Context: an optimization exercise on an open-source flow, tuned for small area, a short achievable clock period and few clock cycles per item. The choices shown serve that exercise and are no tape-out recipe.
Only simulation tests tie the RTL to the original design; equivalence was not proved.
Power and IR drop assume default switching activity.

## run.sh

```bash
#!/bin/bash
# synth_recipe.tcl (not shown) runs the flow's synth.tcl, then flattens the netlist and writes it again
# the make line also repeats each setting of config.mk as NAME=value (left out here)
make -C /OpenROAD-flow-scripts/flow DESIGN_CONFIG=/design/flow/config.mk WORK_HOME=/design/flow/orfs CLKGATE_MAP_FILE= SYNTH_SCRIPT=/design/flow/synth_recipe.tcl finish
```

## config.mk

```make
export PLATFORM = sky130hd
export DESIGN_NAME = sparse_dot_top
export DESIGN_NICKNAME = sparse_dot_top
export VERILOG_FILES = /design/flow/design.v
export SDC_FILE = /design/flow/constraint.sdc
export NUM_CORES = 4
export LEC_CHECK = 0
export CAP_MARGIN = 20
export CORE_MARGIN = 2
export CORE_UTILIZATION = 40
export SLEW_MARGIN = 20
```

## constraint.sdc

```tcl
create_clock -name core_clock -period 10.0 [get_ports {clk}]
set_input_delay 2.0000 -clock core_clock [delete_from_list [all_inputs] [get_ports {clk}]]
set_output_delay 2.0000 -clock core_clock [all_outputs]
set_load 0.01 [all_outputs]
```

## design.v

```verilog
`default_nettype none
package sparse_pkg;
    localparam int WORD_W  = 16;               
    localparam int INDEX_W = 6;                
    localparam int ADDR_W  = 2 + INDEX_W;      
    localparam int ACC_W   = 2 * WORD_W + 1;   
    localparam int LANES   = 2;                
    localparam int MAX_DIM = 8;                
    localparam int DIM_W   = 4;                
    typedef enum logic [1:0] {
        BANK_A0,
        BANK_A1,
        BANK_B0,
        BANK_B1
    } bank_e;
    typedef logic [LANES-1:0]  lane_mask_t;
    typedef logic [WORD_W-1:0] word_t;
    typedef logic [ACC_W-1:0]  acc_t;
    typedef enum logic [1:0] {
        WALK_IDLE,
        WALK_ISSUE,    
        WALK_WAIT,     
        WALK_DONE
    } walk_state_e;
    typedef enum logic [1:0] {
        FETCH_IDLE,
        FETCH_READ_A,
        FETCH_READ_B,
        FETCH_CLOSE    
    } fetch_state_e;
endpackage
`default_nettype wire
`timescale 1ns/100ps
`default_nettype none
module pair_walker #(
    parameter int MAX_ROWS = sparse_pkg::MAX_DIM,
    parameter int MAX_COLS = sparse_pkg::MAX_DIM
) (
    input  logic                                  clk,
    input  logic                                  rst,
    input  logic                                  start,
    input  logic [sparse_pkg::DIM_W-1:0]          num_rows,
    input  logic [sparse_pkg::DIM_W-1:0]          num_cols,
    input  logic [sparse_pkg::LANES*MAX_ROWS-1:0] bitmap_a,
    input  logic [sparse_pkg::LANES*MAX_COLS-1:0] bitmap_b,
    input  logic                                  fetch_busy,
    input  logic                                  pair_done,
    output logic                                  walk_busy,
    output logic                                  done,
    output logic                                  pair_issue,
    output sparse_pkg::lane_mask_t                pair_mask,
    output logic [sparse_pkg::INDEX_W-1:0]        pair_a_index0,
    output logic [sparse_pkg::INDEX_W-1:0]        pair_a_index1,
    output logic [sparse_pkg::INDEX_W-1:0]        pair_b_index0,
    output logic [sparse_pkg::INDEX_W-1:0]        pair_b_index1,
    output logic [sparse_pkg::DIM_W-1:0]          pair_row,
    output logic [sparse_pkg::DIM_W-1:0]          pair_col
);
    localparam int CNT_W = 2 * sparse_pkg::DIM_W;
    sparse_pkg::walk_state_e        state;
    logic [sparse_pkg::DIM_W-1:0]   rows_r;
    logic [sparse_pkg::DIM_W-1:0]   cols_r;
    logic [sparse_pkg::DIM_W-1:0]   row;
    logic [sparse_pkg::DIM_W-1:0]   col;
    logic [CNT_W-1:0]   total;
    logic [CNT_W-1:0]   res_cnt;    
    logic [sparse_pkg::INDEX_W-1:0] a_ptr [sparse_pkg::LANES];
    logic [sparse_pkg::INDEX_W-1:0] b_ptr [sparse_pkg::LANES];
    sparse_pkg::lane_mask_t         a_bits;
    sparse_pkg::lane_mask_t         b_bits;
    logic               last_col;
    logic               last_row;
    assign a_bits   = bitmap_a[row*sparse_pkg::LANES +: sparse_pkg::LANES];   
    assign b_bits   = bitmap_b[col*sparse_pkg::LANES +: sparse_pkg::LANES];
    assign last_col = (col == cols_r - 1'b1);
    assign last_row = (row == rows_r - 1'b1);
    assign pair_issue    = (state == sparse_pkg::WALK_ISSUE) && !fetch_busy;
    assign pair_mask     = a_bits & b_bits;
    assign pair_a_index0 = a_ptr[0];
    assign pair_a_index1 = a_ptr[1];
    assign pair_b_index0 = b_ptr[0];
    assign pair_b_index1 = b_ptr[1];
    assign pair_row      = row;
    assign pair_col      = col;
    assign walk_busy = (state != sparse_pkg::WALK_IDLE);
    assign done      = (state == sparse_pkg::WALK_DONE);
    always_ff @(posedge clk or negedge rst) begin
        if (!rst) begin
            state   <= sparse_pkg::WALK_IDLE;
            rows_r  <= '0;
            cols_r  <= '0;
            row     <= '0;
            col     <= '0;
            total   <= '0;
            res_cnt <= '0;
            for (int l = 0; l < sparse_pkg::LANES; l++) begin
                a_ptr[l] <= '0;
                b_ptr[l] <= '0;
            end
        end else begin
            if (pair_done) begin
                res_cnt <= res_cnt + 1'b1;
            end
            case (state)
                sparse_pkg::WALK_IDLE: begin
                    if (start) begin
                        rows_r  <= num_rows;
                        cols_r  <= num_cols;
                        total   <= num_rows * num_cols;
                        res_cnt <= '0;
                        row     <= '0;
                        col     <= '0;
                        for (int l = 0; l < sparse_pkg::LANES; l++) begin
                            a_ptr[l] <= '0;
                            b_ptr[l] <= '0;
                        end
                        state <= (num_rows == '0 || num_cols == '0) ? sparse_pkg::WALK_DONE : sparse_pkg::WALK_ISSUE;
                    end
                end
                sparse_pkg::WALK_ISSUE: begin
                    if (pair_issue) begin
                        if (last_col) begin
                            col <= '0;
                            row <= row + 1'b1;
                            for (int l = 0; l < sparse_pkg::LANES; l++) begin
                                a_ptr[l] <= a_ptr[l] + a_bits[l];   
                                b_ptr[l] <= '0;                     
                            end
                            if (last_row) begin
                                state <= sparse_pkg::WALK_WAIT;
                            end
                        end else begin
                            col <= col + 1'b1;
                            for (int l = 0; l < sparse_pkg::LANES; l++) begin
                                b_ptr[l] <= b_ptr[l] + b_bits[l];
                            end
                        end
                    end
                end
                sparse_pkg::WALK_WAIT: begin
                    if (pair_done && res_cnt == total - 1'b1) begin
                        state <= sparse_pkg::WALK_DONE;
                    end
                end
                default: state <= sparse_pkg::WALK_IDLE;   
            endcase
        end
    end
endmodule
`default_nettype wire
`timescale 1ns/100ps
`default_nettype none
module operand_fetch (
    input  logic      clk,
    input  logic      rst,
    output logic                           fetch_busy,
    input  logic                           pair_issue,   
    input  sparse_pkg::lane_mask_t         pair_mask,    
    input  logic [sparse_pkg::INDEX_W-1:0] pair_a_index0,
    input  logic [sparse_pkg::INDEX_W-1:0] pair_a_index1,
    input  logic [sparse_pkg::INDEX_W-1:0] pair_b_index0,
    input  logic [sparse_pkg::INDEX_W-1:0] pair_b_index1,
    input  logic [sparse_pkg::DIM_W-1:0]   pair_row,
    input  logic [sparse_pkg::DIM_W-1:0]   pair_col,
    output logic                           ram_req,
    output logic [sparse_pkg::ADDR_W-1:0]  ram_addr,
    input  logic                           ram_gnt,
    input  sparse_pkg::word_t              ram_rdata,
    input  logic                           ram_rvalid,
    output logic                           op_beat,
    output logic                           op_used,
    output sparse_pkg::word_t              op_a_val,
    output sparse_pkg::word_t              op_b_val,
    output logic                           op_last,
    output logic [sparse_pkg::DIM_W-1:0]   op_row,
    output logic [sparse_pkg::DIM_W-1:0]   op_col
);
    sparse_pkg::fetch_state_e       state;
    sparse_pkg::lane_mask_t         lanes;    
    sparse_pkg::lane_mask_t         rest;
    logic               lane;     
    logic [sparse_pkg::INDEX_W-1:0] a_idx [sparse_pkg::LANES];
    logic [sparse_pkg::INDEX_W-1:0] b_idx [sparse_pkg::LANES];
    logic [sparse_pkg::DIM_W-1:0]   row_r;
    logic [sparse_pkg::DIM_W-1:0]   col_r;
    sparse_pkg::word_t              a_hold;
    sparse_pkg::bank_e              bank;
    logic [sparse_pkg::INDEX_W-1:0] idx;
    logic               take;
    logic               close_beat;
    assign fetch_busy = (state != sparse_pkg::FETCH_IDLE);
    assign take       = (state == sparse_pkg::FETCH_IDLE) && pair_issue;
    assign close_beat = (state == sparse_pkg::FETCH_CLOSE) && (lanes == '0 || ram_rvalid);
    always_comb begin
        rest       = lanes;
        rest[lane] = 1'b0;
    end
    always_comb begin
        if (state == sparse_pkg::FETCH_READ_B) begin
            bank = lane ? sparse_pkg::BANK_B1 : sparse_pkg::BANK_B0;
            idx  = b_idx[lane];
        end else begin
            bank = lane ? sparse_pkg::BANK_A1 : sparse_pkg::BANK_A0;
            idx  = a_idx[lane];
        end
    end
    assign ram_req  = (state == sparse_pkg::FETCH_READ_A) || (state == sparse_pkg::FETCH_READ_B);
    assign ram_addr = {bank, idx};
    always_ff @(posedge clk or negedge rst) begin
        if (!rst) begin
            state   <= sparse_pkg::FETCH_IDLE;
            lanes   <= '0;
            lane    <= 1'b0;
            op_beat <= 1'b0;
        end else begin
            op_beat <= close_beat;
            case (state)
                sparse_pkg::FETCH_IDLE: begin
                    if (take) begin
                        lanes <= pair_mask;
                        lane  <= ~pair_mask[0];   
                        state <= (pair_mask == '0) ? sparse_pkg::FETCH_CLOSE : sparse_pkg::FETCH_READ_A;
                    end
                end
                sparse_pkg::FETCH_READ_A: begin
                    if (ram_gnt) begin
                        state <= sparse_pkg::FETCH_READ_B;
                    end
                end
                sparse_pkg::FETCH_READ_B: begin
                    if (ram_gnt) begin
                        state <= sparse_pkg::FETCH_CLOSE;
                    end
                end
                default: begin
                    if (close_beat) begin
                        lanes <= rest;
                        lane  <= ~rest[0];
                        state <= (rest == '0) ? sparse_pkg::FETCH_IDLE : sparse_pkg::FETCH_READ_A;
                    end
                end
            endcase
        end
    end
    always_ff @(posedge clk) begin
        if (take) begin
            a_idx[0] <= pair_a_index0;
            a_idx[1] <= pair_a_index1;
            b_idx[0] <= pair_b_index0;
            b_idx[1] <= pair_b_index1;
            row_r    <= pair_row;
            col_r    <= pair_col;
        end
        if (state == sparse_pkg::FETCH_READ_B && ram_rvalid) begin
            a_hold <= ram_rdata;   
        end
        if (close_beat) begin
            op_used  <= (lanes != '0);
            op_a_val <= a_hold;
            op_b_val <= ram_rdata;
            op_last  <= (rest == '0);
            op_row   <= row_r;
            op_col   <= col_r;
        end
    end
endmodule
`default_nettype wire
`timescale 1ns/100ps
`default_nettype none
module value_store (
    input  logic                           clk,
    input  logic                           rst,
    input  logic                           load_en,
    input  sparse_pkg::bank_e              load_bank,
    input  logic [sparse_pkg::INDEX_W-1:0] load_index,
    input  sparse_pkg::word_t              load_data,
    input  logic                           ram_req,     
    input  logic [sparse_pkg::ADDR_W-1:0]  ram_addr,
    output logic                           ram_gnt,
    output sparse_pkg::word_t              ram_rdata,
    output logic                           ram_rvalid   
);
    localparam int DEPTH = 1 << sparse_pkg::ADDR_W;   
    sparse_pkg::word_t mem [DEPTH];
    assign ram_gnt = ram_req && !load_en;
    always_ff @(posedge clk) begin
        if (load_en) begin
            mem[{load_bank, load_index}] <= load_data;
        end else if (ram_gnt) begin
            ram_rdata <= mem[ram_addr];
        end
    end
    always_ff @(posedge clk or negedge rst) begin
        if (!rst) begin
            ram_rvalid <= 1'b0;
        end else begin
            ram_rvalid <= ram_gnt;
        end
    end
endmodule
`default_nettype wire
`timescale 1ns/100ps
`default_nettype none
module dot_accumulate (
    input  logic                         clk,
    input  logic                         rst,
    output logic                         result_valid,
    output logic [sparse_pkg::DIM_W-1:0] result_row,
    output logic [sparse_pkg::DIM_W-1:0] result_col,
    output sparse_pkg::acc_t             result_value,
    output logic                         pair_done,
    input  logic                         op_beat,
    input  logic                         op_used,   
    input  sparse_pkg::word_t            op_a_val,
    input  sparse_pkg::word_t            op_b_val,
    input  logic                         op_last,
    input  logic [sparse_pkg::DIM_W-1:0] op_row,
    input  logic [sparse_pkg::DIM_W-1:0] op_col
);
    logic [2*sparse_pkg::WORD_W-1:0] product;
    sparse_pkg::acc_t                sum;
    sparse_pkg::acc_t                next_sum;
    assign product  = op_a_val * op_b_val;   
    assign next_sum = op_used ? sum + sparse_pkg::acc_t'(product) : sum;
    assign pair_done = result_valid;   
    always_ff @(posedge clk or negedge rst) begin
        if (!rst) begin
            sum          <= '0;
            result_valid <= 1'b0;
        end else begin
            result_valid <= op_beat && op_last;
            if (op_beat) begin
                sum <= op_last ? '0 : next_sum;   
            end
        end
    end
    always_ff @(posedge clk) begin
        if (op_beat && op_last) begin
            result_value <= next_sum;
            result_row   <= op_row;
            result_col   <= op_col;
        end
    end
endmodule
`default_nettype wire
`timescale 1ns/100ps
`default_nettype none
module sparse_dot_top #(
    parameter int MAX_ROWS = sparse_pkg::MAX_DIM,
    parameter int MAX_COLS = sparse_pkg::MAX_DIM
) (
    input  logic                                  clk,
    input  logic                                  rst,
    input  logic                                  load_en,
    input  sparse_pkg::bank_e                     load_bank,
    input  logic [sparse_pkg::INDEX_W-1:0]        load_index,
    input  sparse_pkg::word_t                     load_data,
    input  logic                                  start,
    input  logic [sparse_pkg::DIM_W-1:0]          num_rows,
    input  logic [sparse_pkg::DIM_W-1:0]          num_cols,
    input  logic [sparse_pkg::LANES*MAX_ROWS-1:0] bitmap_a,
    input  logic [sparse_pkg::LANES*MAX_COLS-1:0] bitmap_b,
    output logic                                  busy,
    output logic                                  done,
    output logic                                  result_valid,
    output logic [sparse_pkg::DIM_W-1:0]          result_row,
    output logic [sparse_pkg::DIM_W-1:0]          result_col,
    output sparse_pkg::acc_t                      result_value
);
    logic                           fetch_busy;
    logic                           pair_done;
    logic                           pair_issue;
    sparse_pkg::lane_mask_t         pair_mask;
    logic [sparse_pkg::INDEX_W-1:0] pair_a_index0;
    logic [sparse_pkg::INDEX_W-1:0] pair_a_index1;
    logic [sparse_pkg::INDEX_W-1:0] pair_b_index0;
    logic [sparse_pkg::INDEX_W-1:0] pair_b_index1;
    logic [sparse_pkg::DIM_W-1:0]   pair_row;
    logic [sparse_pkg::DIM_W-1:0]   pair_col;
    logic                           ram_req;
    logic [sparse_pkg::ADDR_W-1:0]  ram_addr;
    logic                           ram_gnt;
    sparse_pkg::word_t              ram_rdata;
    logic                           ram_rvalid;
    logic                           op_beat;
    logic                           op_used;
    sparse_pkg::word_t              op_a_val;
    sparse_pkg::word_t              op_b_val;
    logic                           op_last;
    logic [sparse_pkg::DIM_W-1:0]   op_row;
    logic [sparse_pkg::DIM_W-1:0]   op_col;
    pair_walker #(
        .MAX_ROWS (MAX_ROWS),
        .MAX_COLS (MAX_COLS)
    ) i_pair_walker (
        .clk           (clk),
        .rst           (rst),
        .start         (start),
        .num_rows      (num_rows),
        .num_cols      (num_cols),
        .bitmap_a      (bitmap_a),
        .bitmap_b      (bitmap_b),
        .fetch_busy    (fetch_busy),
        .pair_done     (pair_done),
        .walk_busy     (busy),
        .done          (done),
        .pair_issue    (pair_issue),
        .pair_mask     (pair_mask),
        .pair_a_index0 (pair_a_index0),
        .pair_a_index1 (pair_a_index1),
        .pair_b_index0 (pair_b_index0),
        .pair_b_index1 (pair_b_index1),
        .pair_row      (pair_row),
        .pair_col      (pair_col)
    );
    operand_fetch i_operand_fetch (
        .clk           (clk),
        .rst           (rst),
        .fetch_busy    (fetch_busy),
        .pair_issue    (pair_issue),
        .pair_mask     (pair_mask),
        .pair_a_index0 (pair_a_index0),
        .pair_a_index1 (pair_a_index1),
        .pair_b_index0 (pair_b_index0),
        .pair_b_index1 (pair_b_index1),
        .pair_row      (pair_row),
        .pair_col      (pair_col),
        .ram_req       (ram_req),
        .ram_addr      (ram_addr),
        .ram_gnt       (ram_gnt),
        .ram_rdata     (ram_rdata),
        .ram_rvalid    (ram_rvalid),
        .op_beat       (op_beat),
        .op_used       (op_used),
        .op_a_val      (op_a_val),
        .op_b_val      (op_b_val),
        .op_last       (op_last),
        .op_row        (op_row),
        .op_col        (op_col)
    );
    value_store i_value_store (
        .clk        (clk),
        .rst        (rst),
        .load_en    (load_en),
        .load_bank  (load_bank),
        .load_index (load_index),
        .load_data  (load_data),
        .ram_req    (ram_req),
        .ram_addr   (ram_addr),
        .ram_gnt    (ram_gnt),
        .ram_rdata  (ram_rdata),
        .ram_rvalid (ram_rvalid)
    );
    dot_accumulate i_dot_accumulate (
        .clk          (clk),
        .rst          (rst),
        .result_valid (result_valid),
        .result_row   (result_row),
        .result_col   (result_col),
        .result_value (result_value),
        .pair_done    (pair_done),
        .op_beat      (op_beat),
        .op_used      (op_used),
        .op_a_val     (op_a_val),
        .op_b_val     (op_b_val),
        .op_last      (op_last),
        .op_row       (op_row),
        .op_col       (op_col)
    );
endmodule
`default_nettype wire
```

==> out/qor.yml <==
sta:
  timing.fmax_ghz: 0.138
  timing.final.max_slew_violations: 0
  setup_violations: 0
  clock-skew-final_ns: 0.0572
  maxSlewHeadroom: 0.102
  hold_viol_final: 0
  setup-tns-final_ns: 0
  grt_setup_unrepaired: "no"
  period_minus_slack_ns: 7.25
  timing.final.crit_share: 0.725
  worst_pin_slew_ns: 1.33
power:
  powerDensity_nw_per_um2: 365
  p_leak_nw: 68.2
  ir_drop_mv: 1.12
worst_hold_path:
  hold_class: "flip-flop to flip-flop"
  hold_depth: 0
  hp-start: "i_operand_fetch.op_col[1]"
  hold_path_end: "i_dot_accumulate.result_col[1]"
route:
  drc: 0
  ant_nets: 0
  drtIter0Drc: 13600
  vias: 104000
  drt_first_pass_iters: 6
  drt_wl_total_um: 531000
  drt-wirelength-per-cell_um: 30.0
  avgViaCountPerCell: 5.84
clock_network:
  post_cts_buffers: 0
  insertion_delay_ns: 1.02
  cts_hold_buf: 0
  clkTransAtPathRegs_ns: 0.06
  cts_resized: 0
  clockBufferDepth: 4
  cts-root-buf: "clkbuf_16"
  cts_tree: "built"
  numCtsBuffers: 433
  htree_levels: 5
  cts.sinks: 4342
grt:
  first_global_vias: 101000
  grt_usage: 0.229
  grt_pass1_wl_um: 753000
  grt_max_degree: 145
  antenna_found_initial: 34
  overflow: 0
worst_setup_path:
  rr_worst_depth: 21
  path_max_fanout: 16
  critical_path_buf_inv_count: 4
  reg2reg_setup_slack_ns: 2.75
  cp.arrival_ns: 7.96
  crit_chain: "and2_1, fa_1, inv_1, fa_1, fa_1, fa_1, inv_1, fa_1, inv_1, fa_1, inv_1, ha_1, and4_1, o2111a_1, o31a_1, o21ai_0, a211oi_1, o21ai_0, o21ai_0, xnor2_1, mux2_2"
  crit_top_cell: "fa_1"
  startpoint_type: "flip-flop"
  critPathCaptureType: "flip-flop"
  crit_required_ns: 10.72
  r2r-end: "i_dot_accumulate.result_value[30]"
  cpMaxStageDelayCell: "edfxtp_1"
  worstSetupPathType: "flip-flop to flip-flop"
  max_stage_delay_ns: 0.71
  timing.rr.start: "i_operand_fetch.op_a_val[7]"
  crit_family: "adder cells"
logic_synthesis:
  synth_xor_area_frac: 0.00332
  synth_fa_ha_area_frac: 0.0353
  synth_edf_count: 4243
  postSynthAreaPerCell_um2: 16.2
  yosysTopAreaCellShare: 0.709
  synth_area_leaders: "edfxtp_1, mux4_2, mux2i_1"
  ys_ff_latch: 4342
  synthFlopType: "edfxtp_1"
  ys_types: 72
  synthArstFlopShare: 0.0228
  synth_compound_area_frac: 0.0519
  synth_cells: 11100
  ys_warn_count: 8
  synth_top_family_by_area: "multiplexers"
  synth_area_um2: 180000
  synth.largest_area_cell: "edfxtp_1"
  yosys-mux-area-fraction: 0.0959
  synthSimpleGateAreaFrac: 0.0643
  synth_nets: 11500
  synth-seq-area-share: 0.723
die:
  die_w_um: 674
  start_util: 0.401
  die_area_um2: 454000
  chipHeight_um: 674
  design.core.area_um2: 448000
  row_count: 246
  io_pins: 112
placed_design:
  place_hpwl_um: 320000
  place.gp.congestion: 0.865
  io_buffers: 111
cells_and_area:
  layout-drive-gt1-share: 0.138
  area_growth_pct: 13.0
  multi_input_area_um2: 45500
  final_common_cell: "edfxtp_1"
  fillers: 38500
  final_util: 0.453
  layout_common_cells: "edfxtp_1, nand2_1, mux2i_1, a21oi_1, mux4_2"
  seq_area_um2: 130000
  nets: 11800
run:
  maxCapViolations: 0
run_status:
  status: "complete, no violations"
[per-stage QoR]
step	hold WS, ns	power, W	setup WS [ns]	std cells	area (um2)
after floorplan	0.400	0.0466	3.60	11100	180000
after global placement	0.403	0.0582	2.71	16900	189000
after detailed placement	0.405	0.0583	2.72	16900	189000
after CTS	0.418	0.0742	2.71	17700	203000
after global routing	0.418	0.0782	2.37	17700	203000
final	0.416	0.0740	2.75	17700	203000
[per-layer routing]
layer	global-route usage	up-vias	part of all wire
met1	0.317	54200	0.40
met4	0.0778	8	0.035
met2	0.367	5424	0.47
met5	0	-	0.000077
met3	0.0405	813	0.095
li1	-	43100	-
[flip-flops by register name (all words and copies together) (netlist names), 8 cells and up]
name / count
i_value_store.ram_rdata: 16
i_operand_fetch.op_a_val: 16
i_pair_walker.total: 8
i_dot_accumulate.sum: 33
i_operand_fetch.b_idx: 12
i_operand_fetch.op_b_val: 16
i_pair_walker.res_cnt: 8
i_operand_fetch.a_idx: 12
i_operand_fetch.a_hold: 16
i_pair_walker.b_ptr: 12
i_dot_accumulate.result_value: 33
i_value_store.mem: 4096
i_pair_walker.a_ptr: 12
[worst max-delay path by stage]
stage                     slack [ns]  cells after the start                        start                           endpoint
after detailed placement        2.72                     12     i_operand_fetch.state[0]         i_value_store.ram_rdata[2]
after global routing            2.37                     22  i_operand_fetch.op_a_val[7]  i_dot_accumulate.result_value[30]
after global placement          2.71                     22  i_operand_fetch.op_a_val[7]  i_dot_accumulate.result_value[30]
final                           2.75                     21  i_operand_fetch.op_a_val[7]  i_dot_accumulate.result_value[30]
after CTS                       2.71                     21  i_operand_fetch.op_a_val[7]  i_dot_accumulate.result_value[30]
after floorplan                 3.60                     23  i_operand_fetch.op_b_val[7]  i_dot_accumulate.result_value[30]
[worst register-to-register path: cells and delay by family (launching register included)]
kind                       cells  cell delay [ns]
AOI/OAI and AO/OA              6             1.72
muxes                          1             0.27
DFF                            1             0.71
and+or+nand+nor                2             0.60
adders and majority gates      7             3.36
buffers and inverters          4             0.19
xor gates and xnor gates       1             0.12
[cell usage after synthesis (16+ instances only)]
cell type	count
nor3_1	108
a311oi_1	31
a22o_1	26
o21ai_0	194
a31oi_1	53
o211ai_1	32
ha_1	139
nor2_1	452
inv_1	372
nor4_1	26
and3_1	24
and2_1	135
a21o_1	64
mux2_2	20
a21oi_1	483
a2111oi_0	16
buf_1	73
a2bb2oi_1	25
buf_4	78
nor2b_1	32
nand2_1	1452
mux4_2	472
mux2i_1	637
xor2_1	32
fa_1	230
edfxtp_1	4243
o311ai_0	31
xnor2_1	36
buf_2	113
o221ai_1	195
buf_6	49
nand4_1	76
a211oi_1	37
o22ai_1	164
clkbuf_1	339
dfrtp_1	99
nand3_1	346
[cell families (layout without fill, tap and decap cells)]
family	count (synthesis)	in the layout
AND/OR/NAND/NOR	2692	2692
other	0	22
adder cells (fa/ha/maj)	369	369
XOR/XNOR	68	68
flip-flops	4342	4342
multiplexers	1129	1129
buffers and inverters	1026	1710
AO/OA/AOI/OAI	1440	1440
[cell type report]
class / instances / share of cell area
well taps: 5952 / 0.0367
clock buffers: 528 / 0.0559
repair buffers: 542 / 0.0240
clock inverters: 267 / 0.0117
flip-flops and latches: 4342 / 0.640
inverters: 373 / 0.00690
diodes: 22 / 0.000271
multi-input cells: 5698 / 0.224
[report_power, final]
group | total, W | internal, W | switching (W)
Sequential | 0.0212 | 0.0208 | 0.000392
Clock | 0.0159 | 0.00901 | 0.00692
Combinational | 0.0369 | 0.0136 | 0.0234
Testbench counts, summed over its fixed seeds: cycles 34,982, items 9,944.

[static timing again, ports no longer ideal]
In the flow no input, the clock included, has a driving cell. The finished layout below was timed again as built, in two steps.
Step 1: set_driving_cell puts a clkbuf_16 on clk and a buf_2 on each other input, an assumption about the parent block.
Step 2 moves the port delays by t, midway between the first and last clock arrival at a register: inputs arrive t later, outputs are due t later. That takes back most of the time a late clock gives input paths.
a / b / c = ideal / step 1 / step 2; a / b = the first two.
t, ns: 1.098
setup WS [ns]: 2.752 / 2.752 / 2.752
clock arrival spread, ns: 0.072 / 0.072
worst slew at a driven data input, ns: 0.25
After both steps setup and hold are still met in this run. For this run, drivers alone change the setup slack by 0.000 ns; drivers and shift together by 0.000 ns.
